This design comes from an exercise in tuning for small area on the open sky130 flow, not from production work.
Where RTL was checked, it was by simulation tests only, not by an equivalence proof against the original.

==> v5 <==
==> flow/design.v <==
`default_nettype none
package cgra_tile_pkg;
    localparam int DATA_W = 32;
    localparam int LOOP_W = 5;
    typedef struct packed {
        logic              valid;
        logic [DATA_W-1:0] data;
    } flit_t;
    localparam int FLIT_W = DATA_W + 1;
    typedef enum logic [4:0] {
        ADD, SUB, AND, OR, XOR, SHL, SHR, SELECT,
        LOAD_W, LOAD_H, LOAD_B,
        STORE_W, STORE_H, STORE_B,
        SET_LOOP, NOP
    } opcode_e;
    typedef enum logic [2:0] {
        SRC_NORTH  = 3'd0,
        SRC_EAST   = 3'd1,
        SRC_SOUTH  = 3'd2,
        SRC_WEST   = 3'd3,
        SRC_TREG   = 3'd4,
        SRC_UNUSED = 3'd7
    } src_e;
    typedef struct packed {
        logic [30:0] reserved;
        logic [15:0] constant;
        logic        pred_inv;
        logic        const_flag;
        opcode_e     opcode;
        logic        treg_we;
        src_e        pred_src;
        src_e        lhs_src;
        src_e        rhs_src;
    } ctrl_alu_t;
    typedef struct packed {
        logic [36:0]       reserved;
        logic [LOOP_W-1:0] loop_end;
        logic [LOOP_W-1:0] loop_start;
        logic              pred_inv;
        logic              const_flag;
        opcode_e           opcode;
        logic              treg_we;
        src_e              pred_src;
        src_e              lhs_src;
        src_e              rhs_src;
    } ctrl_loop_t;
    typedef union packed {
        ctrl_alu_t  alu;
        ctrl_loop_t loop;
    } ctrl_word_u;
    typedef struct packed {
        logic              valid;
        logic              fire;
        opcode_e           opcode;
        flit_t             rhs;
        flit_t             lhs;
        logic              use_const;
        logic [DATA_W-1:0] constant;
        logic              treg_we;
    } exec_t;
endpackage
`default_nettype wire
`default_nettype none
package cgra_mem_pkg;
    localparam int MEM_ADDR_W = 9;
    localparam int MEM_DATA_W = 32;
    localparam int MEM_BE_W   = MEM_DATA_W / 8;
    localparam logic [MEM_BE_W-1:0] BE_NONE = 4'b0000;
    localparam logic [MEM_BE_W-1:0] BE_WORD = 4'b1111;
    localparam logic [MEM_BE_W-1:0] BE_HALF = 4'b0011;
    localparam logic [MEM_BE_W-1:0] BE_BYTE = 4'b0001;
    typedef enum logic [1:0] {
        WORD = 2'd0,
        HALF = 2'd1,
        BYTE = 2'd2
    } mem_size_e;
    typedef struct packed {
        logic                  read;
        logic                  write;
        logic [MEM_ADDR_W-1:0] addr;
        logic [MEM_BE_W-1:0]   be;
        logic [MEM_DATA_W-1:0] wdata;
    } mem_req_t;
endpackage
`default_nettype wire
`timescale 1ns/1ps
`default_nettype none
module cgra_tile
(
    input  logic         clk,
    input  logic         reset,
    input  logic         i_start_exec,
    input  logic [63:0]  i_ctrl,
    input  logic [3:0]   i_flit_valid,
    input  logic [127:0] i_flit_data,
    input  logic [31:0]  i_mem_rdata,
    output logic         o_result_valid,
    output logic [31:0]  o_result_data,
    output logic         o_mem_read,
    output logic         o_mem_write,
    output logic [8:0]   o_mem_addr,
    output logic [3:0]   o_mem_be,
    output logic [31:0]  o_mem_wdata,
    output logic [4:0]   o_loop_start,
    output logic [4:0]   o_loop_end
);
    logic [2:0]  rs, ls, ps;
    logic [4:0]  op;
    logic        cf, pinv, twe;
    logic [15:0] k;
    assign rs   = i_ctrl[2:0];
    assign ls   = i_ctrl[5:3];
    assign ps   = i_ctrl[8:6];
    assign twe  = i_ctrl[9];
    assign op   = i_ctrl[14:10];
    assign cf   = i_ctrl[15];
    assign pinv = i_ctrl[16];
    assign k    = i_ctrl[32:17];
    logic        treg_v;
    logic [31:0] treg_d;
    function automatic logic [31:0] pick_data(input logic [2:0] src,
                                              input logic [127:0] fd,
                                              input logic [31:0] td);
        if (src[2])
            pick_data = src[0] ? 32'd0 : td;
        else
            pick_data = fd[32*src[1:0] +: 32];
    endfunction
    function automatic logic pick_valid(input logic [2:0] src,
                                        input logic [3:0] fv,
                                        input logic tv);
        if (src[2])
            pick_valid = (src[1:0] == 2'd0) & tv;
        else
            pick_valid = fv[src[1:0]];
    endfunction
    logic [31:0] rhs_d, lhs_d;
    logic        rv, lv, pv, pnz;
    logic [3:0]  fnz;
    assign rhs_d = pick_data(rs, i_flit_data, treg_d);
    assign lhs_d = pick_data(ls, i_flit_data, treg_d);
    assign rv    = pick_valid(rs, i_flit_valid, treg_v);
    assign lv    = pick_valid(ls, i_flit_valid, treg_v);
    assign pv    = pick_valid(ps, i_flit_valid, treg_v);
    assign fnz[0] = |i_flit_data[31:0];
    assign fnz[1] = |i_flit_data[63:32];
    assign fnz[2] = |i_flit_data[95:64];
    assign fnz[3] = |i_flit_data[127:96];
    assign pnz    = ps[2] ? (|treg_d) : fnz[ps[1:0]];
    logic is_sel, pred_ok, fire;
    assign is_sel  = (op == 5'd7);
    assign pred_ok = (ps == 3'd7) | (pv & (pnz ^ pinv));
    assign fire    = i_start_exec & pred_ok &
                     (is_sel ? (rv | lv | cf)
                             : (((rs == 3'd7) | rv) & (cf | (ls == 3'd7) | lv)));
    logic [31:0] a, b;
    assign a = cf ? {{16{k[15]}}, k} : lhs_d;
    assign b = rhs_d;
    logic        op_add, op_sub, op_and, op_or, op_xor, op_shl, op_shr;
    logic        op_ld, op_st, sz_h, sz_b;
    assign op_add = (op == 5'd0);
    assign op_sub = (op == 5'd1);
    assign op_and = (op == 5'd2);
    assign op_or  = (op == 5'd3);
    assign op_xor = (op == 5'd4);
    assign op_shl = (op == 5'd5);
    assign op_shr = (op == 5'd6);
    assign op_ld  = (op == 5'd8) | (op == 5'd9) | (op == 5'd10);
    assign op_st  = (op == 5'd11) | (op == 5'd12) | (op == 5'd13);
    assign sz_h   = (op == 5'd9) | (op == 5'd12);
    assign sz_b   = (op == 5'd10) | (op == 5'd13);
    logic [31:0] sum;
    assign sum = a + (b ^ {32{op_sub}}) + {31'd0, op_sub};
    logic [31:0] a_rev, sh_in, sh_out, sh_rev;
    always_comb
        for (int i = 0; i < 32; i++)
            a_rev[i] = a[31-i];
    assign sh_in  = op_shl ? a_rev : a;
    assign sh_out = sh_in >> b[4:0];
    always_comb
        for (int i = 0; i < 32; i++)
            sh_rev[i] = sh_out[31-i];
    logic [31:0] st_data;
    assign st_data = sz_b ? {4{b[7:0]}} : sz_h ? {2{b[15:0]}} : b;
    logic [31:0] p_next;
    assign p_next = ({32{op_add | op_sub}} & sum)
                  | ({32{op_and}} & (a & b))
                  | ({32{op_or}}  & (a | b))
                  | ({32{op_xor}} & (a ^ b))
                  | ({32{op_shl}} & sh_rev)
                  | ({32{op_shr}} & sh_out)
                  | ({32{is_sel}} & (rv ? b : a))
                  | ({32{op_st}}  & st_data);
    logic        fire1, twe1, ld1, st1, h1, b1;
    logic [31:0] p1;
    logic [10:0] a1;
    always_ff @(posedge clk)
    begin
        if (reset)
        begin
            fire1 <= 1'b0;
            twe1  <= 1'b0;
        end
        else
        begin
            fire1 <= fire;
            twe1  <= i_start_exec & twe;
        end
        ld1 <= op_ld;
        st1 <= op_st;
        h1  <= sz_h;
        b1  <= sz_b;
        p1  <= p_next;
        a1  <= a[10:0];
    end
    always_ff @(posedge clk)
    begin
        if (reset)
        begin
            o_loop_start <= '0;
            o_loop_end   <= '0;
        end
        else if (i_start_exec && op == 5'd14)
        begin
            o_loop_start <= i_ctrl[21:17];
            o_loop_end   <= i_ctrl[26:22];
        end
    end
    logic [3:0] be1;
    logic       acc1;
    always_comb
    begin
        if (b1)
            be1 = 4'b0001 << a1[1:0];
        else if (h1)
            be1 = a1[0] ? 4'b0000 : (a1[1] ? 4'b1100 : 4'b0011);
        else
            be1 = 4'b1111;
    end
    assign acc1 = fire1 & ~(h1 & a1[0]);
    logic fire2, twe2, ld2, st2;
    always_ff @(posedge clk)
    begin
        if (reset)
        begin
            o_mem_read  <= 1'b0;
            o_mem_write <= 1'b0;
            fire2       <= 1'b0;
            twe2        <= 1'b0;
        end
        else
        begin
            o_mem_read  <= acc1 & ld1;
            o_mem_write <= acc1 & st1;
            fire2       <= fire1;
            twe2        <= twe1;
        end
        ld2         <= ld1;
        st2         <= st1;
        o_mem_addr  <= a1[10:2];
        o_mem_be    <= be1;
        o_mem_wdata <= p1;
    end
    logic        fire3, twe3, ld3, st3;
    logic [3:0]  be3;
    logic [31:0] p3;
    always_ff @(posedge clk)
    begin
        if (reset)
        begin
            fire3 <= 1'b0;
            twe3  <= 1'b0;
        end
        else
        begin
            fire3 <= fire2;
            twe3  <= twe2;
        end
        ld3 <= ld2;
        st3 <= st2;
        be3 <= o_mem_be;
        p3  <= o_mem_wdata;
    end
    logic [31:0] ld_val, res;
    always_comb
    begin
        case (be3)
            4'b1111: ld_val = i_mem_rdata;
            4'b0011: ld_val = {16'd0, i_mem_rdata[15:0]};
            4'b1100: ld_val = {16'd0, i_mem_rdata[31:16]};
            4'b0001: ld_val = {24'd0, i_mem_rdata[7:0]};
            4'b0010: ld_val = {24'd0, i_mem_rdata[15:8]};
            4'b0100: ld_val = {24'd0, i_mem_rdata[23:16]};
            4'b1000: ld_val = {24'd0, i_mem_rdata[31:24]};
            default: ld_val = 32'd0;
        endcase
    end
    assign res = ld3 ? ld_val : (st3 ? 32'd0 : p3);
    always_ff @(posedge clk)
    begin
        if (reset)
        begin
            o_result_valid <= 1'b0;
            treg_v         <= 1'b0;
        end
        else
        begin
            o_result_valid <= fire3;
            if (twe3)
                treg_v <= fire3;
        end
        o_result_data <= res;
        if (twe3)
            treg_d <= res;
    end
endmodule
`default_nettype wire
==> flow/flow/run.sh <==
#!/bin/bash
# The standard layout, with the port buffers made from the smallest buffer cell
set -euo pipefail
export BUFFER_PORTS_ARGS="-buffer_cell sky130_fd_sc_hd__buf_1"
bash standard.sh finish > make_finish.log 2>&1
==> flow/standard.sh <==
#!/bin/bash
# synth_recipe.tcl (not shown) runs the flow's synth.tcl, then flattens the netlist and writes it again
# the make line also repeats each setting of config.mk as NAME=value (left out here)
make -C /OpenROAD-flow-scripts/flow DESIGN_CONFIG=/design/flow/config.mk WORK_HOME=/design/flow/orfs CLKGATE_MAP_FILE= SYNTH_SCRIPT=/design/flow/synth_recipe.tcl "${@:-finish}"
==> flow/config.mk <==
export PLATFORM = sky130hd
export DESIGN_NAME = cgra_tile
export DESIGN_NICKNAME = cgra_tile
export VERILOG_FILES = /design/flow/design.v
export SDC_FILE = /design/flow/constraint.sdc
export NUM_CORES = 4
export LEC_CHECK = 0
export CAP_MARGIN = 20
export CORE_MARGIN = 2
export CORE_UTILIZATION = 40
export GPL_TIMING_DRIVEN = 0
export SLEW_MARGIN = 20
==> flow/constraint.sdc <==
create_clock -name core_clock -period 5.5 [get_ports {clk}]
set_input_delay 1.1000 -clock core_clock [delete_from_list [all_inputs] [get_ports {clk}]]
set_output_delay 1.1000 -clock core_clock [all_outputs]
set_load 0.01 [all_outputs]
==> v16 (differences from v5) <==
==> flow/design.v, changed modules only <==
module cgra_tile
(
    input  logic         clk,
    input  logic         reset,
    input  logic         i_start_exec,
    input  logic [63:0]  i_ctrl,
    input  logic [3:0]   i_flit_valid,
    input  logic [127:0] i_flit_data,
    input  logic [31:0]  i_mem_rdata,
    output logic         o_result_valid,
    output logic [31:0]  o_result_data,
    output logic         o_mem_read,
    output logic         o_mem_write,
    output logic [8:0]   o_mem_addr,
    output logic [3:0]   o_mem_be,
    output logic [31:0]  o_mem_wdata,
    output logic [4:0]   o_loop_start,
    output logic [4:0]   o_loop_end
);
    logic [2:0]  rs, ls, ps;
    logic [4:0]  op;
    logic        cf, pinv, twe;
    logic [15:0] k;
    assign rs   = i_ctrl[2:0];
    assign ls   = i_ctrl[5:3];
    assign ps   = i_ctrl[8:6];
    assign twe  = i_ctrl[9];
    assign op   = i_ctrl[14:10];
    assign cf   = i_ctrl[15];
    assign pinv = i_ctrl[16];
    assign k    = i_ctrl[32:17];
    logic        treg_v;
    logic [31:0] treg_d;
    function automatic logic [31:0] pick_data(input logic [2:0] src,
                                              input logic [127:0] fd,
                                              input logic [31:0] td);
        if (src[2])
            pick_data = src[0] ? 32'd0 : td;
        else
            pick_data = fd[32*src[1:0] +: 32];
    endfunction
    function automatic logic pick_valid(input logic [2:0] src,
                                        input logic [3:0] fv,
                                        input logic tv);
        if (src[2])
            pick_valid = (src[1:0] == 2'd0) & tv;
        else
            pick_valid = fv[src[1:0]];
    endfunction
    logic [31:0] rhs_d, lhs_d;
    logic        rv, lv, pv, pnz;
    logic [3:0]  fnz;
    logic [4:0] rsel, lsel;
    always_comb
    begin
        for (int j = 0; j < 5; j++)
        begin
            rsel[j] = (rs == j[2:0]);
            lsel[j] = (ls == j[2:0]) & ~cf;
        end
        rhs_d = {32{rsel[4]}} & treg_d;
        lhs_d = {32{lsel[4]}} & treg_d;
        for (int j = 0; j < 4; j++)
        begin
            rhs_d = rhs_d | ({32{rsel[j]}} & i_flit_data[32*j +: 32]);
            lhs_d = lhs_d | ({32{lsel[j]}} & i_flit_data[32*j +: 32]);
        end
    end
    assign rv    = pick_valid(rs, i_flit_valid, treg_v);
    assign lv    = pick_valid(ls, i_flit_valid, treg_v);
    assign pv    = pick_valid(ps, i_flit_valid, treg_v);
    assign fnz[0] = |i_flit_data[31:0];
    assign fnz[1] = |i_flit_data[63:32];
    assign fnz[2] = |i_flit_data[95:64];
    assign fnz[3] = |i_flit_data[127:96];
    assign pnz    = ps[2] ? (|treg_d) : fnz[ps[1:0]];
    logic is_sel, pred_ok, fire;
    assign is_sel  = (op == 5'd7);
    assign pred_ok = (ps == 3'd7) | (pv & (pnz ^ pinv));
    assign fire    = i_start_exec & pred_ok &
                     (is_sel ? (rv | lv | cf)
                             : (((rs == 3'd7) | rv) & (cf | (ls == 3'd7) | lv)));
    logic [31:0] a, b;
    assign a = ({32{cf}} & {{16{k[15]}}, k}) | lhs_d;
    assign b = rhs_d;
    logic [3:0] tt;
    always_comb
    begin
        case (op)
            5'd2:                 tt = 4'b1000;             
            5'd3:                 tt = 4'b1100;             
            5'd4:                 tt = 4'b0100;             
            5'd7:                 tt = rv ? 4'b0001 : 4'b0010;
            5'd11, 5'd12, 5'd13:  tt = 4'b0001;             
            default:              tt = 4'b0000;
        endcase
    end
    logic        fire1, twe1, ld1, st1, h1, b1;
    logic        add1, sub1, shl1, shr1;
    logic [3:0]  tt1;
    logic [31:0] a1, b1d;
    always_ff @(posedge clk)
    begin
        if (reset)
        begin
            fire1 <= 1'b0;
            twe1  <= 1'b0;
        end
        else
        begin
            fire1 <= fire;
            twe1  <= i_start_exec & twe;
        end
        add1 <= (op == 5'd0) | (op == 5'd1);
        sub1 <= (op == 5'd1);
        shl1 <= (op == 5'd5);
        shr1 <= (op == 5'd6);
        ld1  <= (op == 5'd8) | (op == 5'd9) | (op == 5'd10);
        st1  <= (op == 5'd11) | (op == 5'd12) | (op == 5'd13);
        h1   <= (op == 5'd9) | (op == 5'd12);
        b1   <= (op == 5'd10) | (op == 5'd13);
        tt1  <= tt;
        a1   <= a;
        b1d  <= b;
    end
    always_ff @(posedge clk)
    begin
        if (reset)
        begin
            o_loop_start <= '0;
            o_loop_end   <= '0;
        end
        else if (i_start_exec && op == 5'd14)
        begin
            o_loop_start <= i_ctrl[21:17];
            o_loop_end   <= i_ctrl[26:22];
        end
    end
    logic [31:0] bx, pp, gg, G, P, sum;
    logic [32:0] cc;
    assign bx = b1d ^ {32{sub1}};
    assign pp = a1 ^ bx;
    always_comb
    begin
        gg = a1 & bx;
        G = gg;
        P = pp;
        G[0] = gg[0] | (pp[0] & sub1);
        for (int d = 1; d < 32; d = d * 2)
            for (int i = 2*d - 1; i < 32; i = i + 2*d)
            begin
                G[i] = G[i] | (P[i] & G[i-d]);
                P[i] = P[i] & P[i-d];
            end
        for (int d = 8; d >= 1; d = d / 2)
            for (int i = 3*d - 1; i < 32; i = i + 2*d)
            begin
                G[i] = G[i] | (P[i] & G[i-d]);
                P[i] = P[i] & P[i-d];
            end
        cc[0] = sub1;
        for (int i = 0; i < 32; i++)
            cc[i+1] = G[i];
    end
    assign sum = pp ^ cc[31:0];
    logic [31:0] a_rev, sh_in, s0, s1, s2, s3, sh_out, sh_rev;
    always_comb
        for (int i = 0; i < 32; i++)
            a_rev[i] = a1[31-i];
    assign sh_in  = shl1 ? a_rev : a1;
    assign s0     = b1d[4] ? {16'd0, sh_in[31:16]} : sh_in;
    assign s1     = b1d[3] ? {8'd0,  s0[31:8]}     : s0;
    assign s2     = b1d[2] ? {4'd0,  s1[31:4]}     : s1;
    assign s3     = b1d[1] ? {2'd0,  s2[31:2]}     : s2;
    assign sh_out = b1d[0] ? {1'd0,  s3[31:1]}     : s3;
    always_comb
        for (int i = 0; i < 32; i++)
            sh_rev[i] = sh_out[31-i];
    logic [31:0] lu, p1;
    assign lu = ({32{tt1[3]}} & gg)
              | ({32{tt1[2]}} & pp)
              | ({32{tt1[1]}} & a1)
              | ({32{tt1[0]}} & b1d);
    assign p1 = ({32{add1}} & sum)
              | ({32{shl1}} & sh_rev)
              | ({32{shr1}} & sh_out)
              | lu;
    logic [3:0] be1;
    logic       acc1;
    always_comb
    begin
        if (b1)
            be1 = 4'b0001 << a1[1:0];
        else if (h1)
            be1 = a1[0] ? 4'b0000 : (a1[1] ? 4'b1100 : 4'b0011);
        else
            be1 = 4'b1111;
    end
    assign acc1 = fire1 & ~(h1 & a1[0]);
    logic fire2, twe2, ld2, st2;
    always_ff @(posedge clk)
    begin
        if (reset)
        begin
            o_mem_read  <= 1'b0;
            o_mem_write <= 1'b0;
            fire2       <= 1'b0;
            twe2        <= 1'b0;
        end
        else
        begin
            o_mem_read  <= acc1 & ld1;
            o_mem_write <= acc1 & st1;
            fire2       <= fire1;
            twe2        <= twe1;
        end
        ld2         <= ld1;
        st2         <= st1;
        o_mem_addr  <= a1[10:2];
        o_mem_be    <= be1;
        o_mem_wdata <= b1 ? {4{p1[7:0]}} : h1 ? {2{p1[15:0]}} : p1;
    end
    logic        fire3, twe3, ld3, st3;
    logic [3:0]  be3;
    logic [31:0] p3;
    always_ff @(posedge clk)
    begin
        if (reset)
        begin
            fire3 <= 1'b0;
            twe3  <= 1'b0;
        end
        else
        begin
            fire3 <= fire2;
            twe3  <= twe2;
        end
        ld3 <= ld2;
        st3 <= st2;
        be3 <= o_mem_be;
        p3  <= o_mem_wdata;
    end
    logic [31:0] ld_val, res;
    always_comb
    begin
        case (be3)
            4'b1111: ld_val = i_mem_rdata;
            4'b0011: ld_val = {16'd0, i_mem_rdata[15:0]};
            4'b1100: ld_val = {16'd0, i_mem_rdata[31:16]};
            4'b0001: ld_val = {24'd0, i_mem_rdata[7:0]};
            4'b0010: ld_val = {24'd0, i_mem_rdata[15:8]};
            4'b0100: ld_val = {24'd0, i_mem_rdata[23:16]};
            4'b1000: ld_val = {24'd0, i_mem_rdata[31:24]};
            default: ld_val = 32'd0;
        endcase
    end
    assign res = ld3 ? ld_val : (st3 ? 32'd0 : p3);
    always_ff @(posedge clk)
    begin
        if (reset)
        begin
            o_result_valid <= 1'b0;
            treg_v         <= 1'b0;
        end
        else
        begin
            o_result_valid <= fire3;
            if (twe3)
                treg_v <= fire3;
        end
        o_result_data <= res;
        if (twe3)
            treg_d <= res;
    end
endmodule
==> flow/flow/run.sh (replaced) <==
#!/bin/bash
# The standard layout (standard.sh) with these changes to how it is made:
#  - abc maps with flow/abc_area_only.script: area-oriented rounds of
#    &dch and &nf with a relaxed delay target, and no buffering or upsizing
#    at the end; the flow's own timing repair then sizes what timing needs,
#  - port buffers use the smallest buffer cell,
#  - CTS adds no dummy loads and clusters up to 25 sinks per leaf buffer.
# The tools' logs are under orfs/logs; make's own output goes to
# make_finish.log here.
set -euo pipefail
here=$(pwd)
rm -rf "$here/scripts_mod"
cp -r "$FLOW_HOME/scripts" "$here/scripts_mod"
cp "$here/flow/abc_area_only.script" "$here/scripts_mod/abc_speed.script"
export SCRIPTS_DIR="$here/scripts_mod"
export BUFFER_PORTS_ARGS="-buffer_cell sky130_fd_sc_hd__buf_1"
export CTS_ARGS="-sink_clustering_enable -repair_clock_nets -dont_use_dummy_load -sink_clustering_size 25 -sink_clustering_max_diameter 100"
bash standard.sh finish > make_finish.log 2>&1
==> flow/flow/abc_area_only.script (new file) <==
&get -n
&st
&dch
&nf -R 1000
&st
&dch -f
&nf -R 1000
&st
&dch -f
&nf -R 1000
&st
&dch -f
&nf -R 1000
&put
topo
stime -c
dnsize -c
Settings changed: CELL_PAD_IN_SITES_DETAIL_PLACEMENT set to 1, CELL_PAD_IN_SITES_GLOBAL_PLACEMENT set to 1, GPL_TIMING_DRIVEN 0 to unset.
==> v11 (differences from v5) <==
--- a/flow/design.v
+++ b/flow/design.v
@@ -170,27 +170,65 @@
     assign sz_h   = (op == 5'd9) | (op == 5'd12);
     assign sz_b   = (op == 5'd10) | (op == 5'd13);
     logic [31:0] sum;
-    assign sum = a + (b ^ {32{op_sub}}) + {31'd0, op_sub};
-    logic [31:0] a_rev, sh_in, sh_out, sh_rev;
+    logic [31:0] bx, pp, gg;
+    logic [31:0] G, P;
+    logic [32:0] cc;
+    assign bx = b ^ {32{op_sub}};
+    assign pp = a ^ bx;
+    always_comb
+    begin
+        gg = a & bx;
+        gg[0] = (a[0] & bx[0]) | (pp[0] & op_sub);
+        G = gg; P = pp;
+        for (int d = 1; d < 32; d = d * 2)
+            for (int i = 2*d - 1; i < 32; i = i + 2*d)
+            begin
+                G[i] = G[i] | (P[i] & G[i-d]);
+                P[i] = P[i] & P[i-d];
+            end
+        for (int d = 8; d >= 1; d = d / 2)
+            for (int i = 3*d - 1; i < 32; i = i + 2*d)
+            begin
+                G[i] = G[i] | (P[i] & G[i-d]);
+                P[i] = P[i] & P[i-d];
+            end
+        cc[0] = op_sub;
+        for (int i = 0; i < 32; i++) cc[i+1] = G[i];
+    end
+    assign sum = pp ^ cc[31:0];
+    logic [31:0] a_rev, sh_in, s0, s1, s2, s3, sh_out, sh_rev;
     always_comb
         for (int i = 0; i < 32; i++)
             a_rev[i] = a[31-i];
     assign sh_in  = op_shl ? a_rev : a;
-    assign sh_out = sh_in >> b[4:0];
+    assign s0     = b[4] ? {16'd0, sh_in[31:16]} : sh_in;
+    assign s1     = b[3] ? {8'd0,  s0[31:8]}     : s0;
+    assign s2     = b[2] ? {4'd0,  s1[31:4]}     : s1;
+    assign s3     = b[1] ? {2'd0,  s2[31:2]}     : s2;
+    assign sh_out = b[0] ? {1'd0,  s3[31:1]}     : s3;
     always_comb
         for (int i = 0; i < 32; i++)
             sh_rev[i] = sh_out[31-i];
-    logic [31:0] st_data;
-    assign st_data = sz_b ? {4{b[7:0]}} : sz_h ? {2{b[15:0]}} : b;
+    logic [3:0]  tt;
+    logic [31:0] lu;
+    always_comb
+    begin
+        case (op)
+            5'd2:                 tt = 4'b1000;             
+            5'd3:                 tt = 4'b1110;             
+            5'd4:                 tt = 4'b0110;             
+            5'd7:                 tt = rv ? 4'b1010 : 4'b1100;
+            5'd11, 5'd12, 5'd13:  tt = 4'b1010;             
+            default:              tt = 4'b0000;
+        endcase
+        for (int i = 0; i < 32; i++)
+            lu[i] = tt[{a[i], b[i]}];
+    end
     logic [31:0] p_next;
     assign p_next = ({32{op_add | op_sub}} & sum)
-                  | ({32{op_and}} & (a & b))
-                  | ({32{op_or}}  & (a | b))
-                  | ({32{op_xor}} & (a ^ b))
                   | ({32{op_shl}} & sh_rev)
                   | ({32{op_shr}} & sh_out)
-                  | ({32{is_sel}} & (rv ? b : a))
-                  | ({32{op_st}}  & st_data);
+                  | lu;
     logic        fire1, twe1, ld1, st1, h1, b1;
     logic [31:0] p1;
     logic [10:0] a1;
@@ -259,7 +297,7 @@
         st2         <= st1;
         o_mem_addr  <= a1[10:2];
         o_mem_be    <= be1;
-        o_mem_wdata <= p1;
+        o_mem_wdata <= b1 ? {4{p1[7:0]}} : h1 ? {2{p1[15:0]}} : p1;
     end
     logic        fire3, twe3, ld3, st3;
     logic [3:0]  be3;
Settings changed: GPL_TIMING_DRIVEN 0 to unset.
==> insert_results.sql <==
INSERT INTO impl_metrics (metric_group, metric, value, unit) VALUES
('synth', 'share_of_yosys_cell_area_claimed_by_the_top_area_cell_type', '0.226', ''),
('layout', 'final_cells', '2691', ''),
('layout', 'nNonClkBuffers', '414', ''),
('synth', 'complex_gate_fraction_of_the_synthesized_area', '0.246', ''),
('global_routing', 'groute.layer.met2.usage', '0.613', ''),
('sta', 'finalSetupViolations', '2', ''),
('outcome', 'violations', 'setup timing', ''),
('layout', 'n_fill_cell', '4018', ''),
('layout', 'number_of_inserted_diodes', '2', ''),
('sta', 'finalWorstSetupSlack', '-0.0401', 'ns'),
('worst_setup_path', 'endpoint_of_the_lowest_slack_register_to_register_path', 'p1[30]$_DFF_P_', ''),
('outcome', 'outcome', 'complete, but fails checks', '');
The numbers above come from v5.

==> insert_results.sql <==
INSERT INTO impl_metrics (metric_group, metric, value, unit) VALUES
('layout', 'number_of_inserted_diodes', '4', ''),
('sta', 'finalWorstSetupSlack', '0.279', 'ns'),
('synth', 'share_of_yosys_cell_area_claimed_by_the_top_area_cell_type', '0.339', ''),
('sta', 'finalSetupViolations', '0', ''),
('outcome', 'outcome', 'timing/DRC/antenna clean', ''),
('global_routing', 'groute.layer.met2.usage', '0.597', ''),
('worst_setup_path', 'endpoint_of_the_lowest_slack_register_to_register_path', 'o_mem_wdata[31]$_DFF_P_', ''),
('synth', 'complex_gate_fraction_of_the_synthesized_area', '0.287', ''),
('layout', 'n_fill_cell', '3717', ''),
('layout', 'nNonClkBuffers', '333', ''),
('layout', 'final_cells', '2089', '');
The numbers above come from v16.

==> insert_results.sql <==
INSERT INTO impl_metrics (metric_group, metric, value, unit) VALUES
('layout', 'number_of_inserted_diodes', '4', ''),
('outcome', 'outcome', 'timing/DRC/antenna clean', ''),
('layout', 'nNonClkBuffers', '510', ''),
('layout', 'n_fill_cell', '3442', ''),
('power_and_ir_drop', 'clock_net_power', '1650', 'µW'),
('synth', 'complex_gate_fraction_of_the_synthesized_area', '0.241', ''),
('sta', 'finalSetupViolations', '0', ''),
('layout', 'final_cells', '2457', ''),
('global_routing', 'grt_max_degree', '36', ''),
('power_and_ir_drop', 'power.internal', '3440', 'µW'),
('sta', 'finalWorstSetupSlack', '0.258', 'ns'),
('synth', 'share_of_yosys_cell_area_claimed_by_the_top_area_cell_type', '0.259', ''),
('worst_setup_path', 'endpoint_of_the_lowest_slack_register_to_register_path', 'p1[27]$_DFF_P_', ''),
('global_routing', 'groute.layer.met2.usage', '0.576', '');
The numbers above come from v11.

The RTL of v5 and v11 was laid out without a check of its function.

-- separate check: timing with driven ports --
The flow's constraints put no driver on any port. The routed layouts listed below were extracted and timed again, unchanged, in two steps. Step 1 assumes that a clkbuf_16 drives the clock port and a buf_2 every other input. Step 2 also shifts input and output timing later by t, the mid clock arrival at the registers, as if the neighbouring blocks saw the same clock. Three values: ideal, step 1, step 2; two values: the first two.
run | t (ns) | setup WS [ns] | worst hold slack (ns) | worst data-port slew with drivers (ns) | cell pins on the clock port's net
v5 | 0.591 | -0.040 / -0.027 / -0.617 | 0.319 / 0.319 / 0.319 | 0.05 | 1
v16 | 0.534 | 0.279 / 0.279 / 0.279 | 0.336 / 0.336 / 0.336 | 0.09 | 1
v11 | 0.584 | 0.258 / 0.286 / -0.298 | 0.319 / 0.319 / 0.319 | 0.12 | 1
Met with ideal ports but missed after step 2: setup timing in v11. The setup slack of v5, which loses most, moves by +0.013 ns with the drivers and by -0.577 ns with both steps.
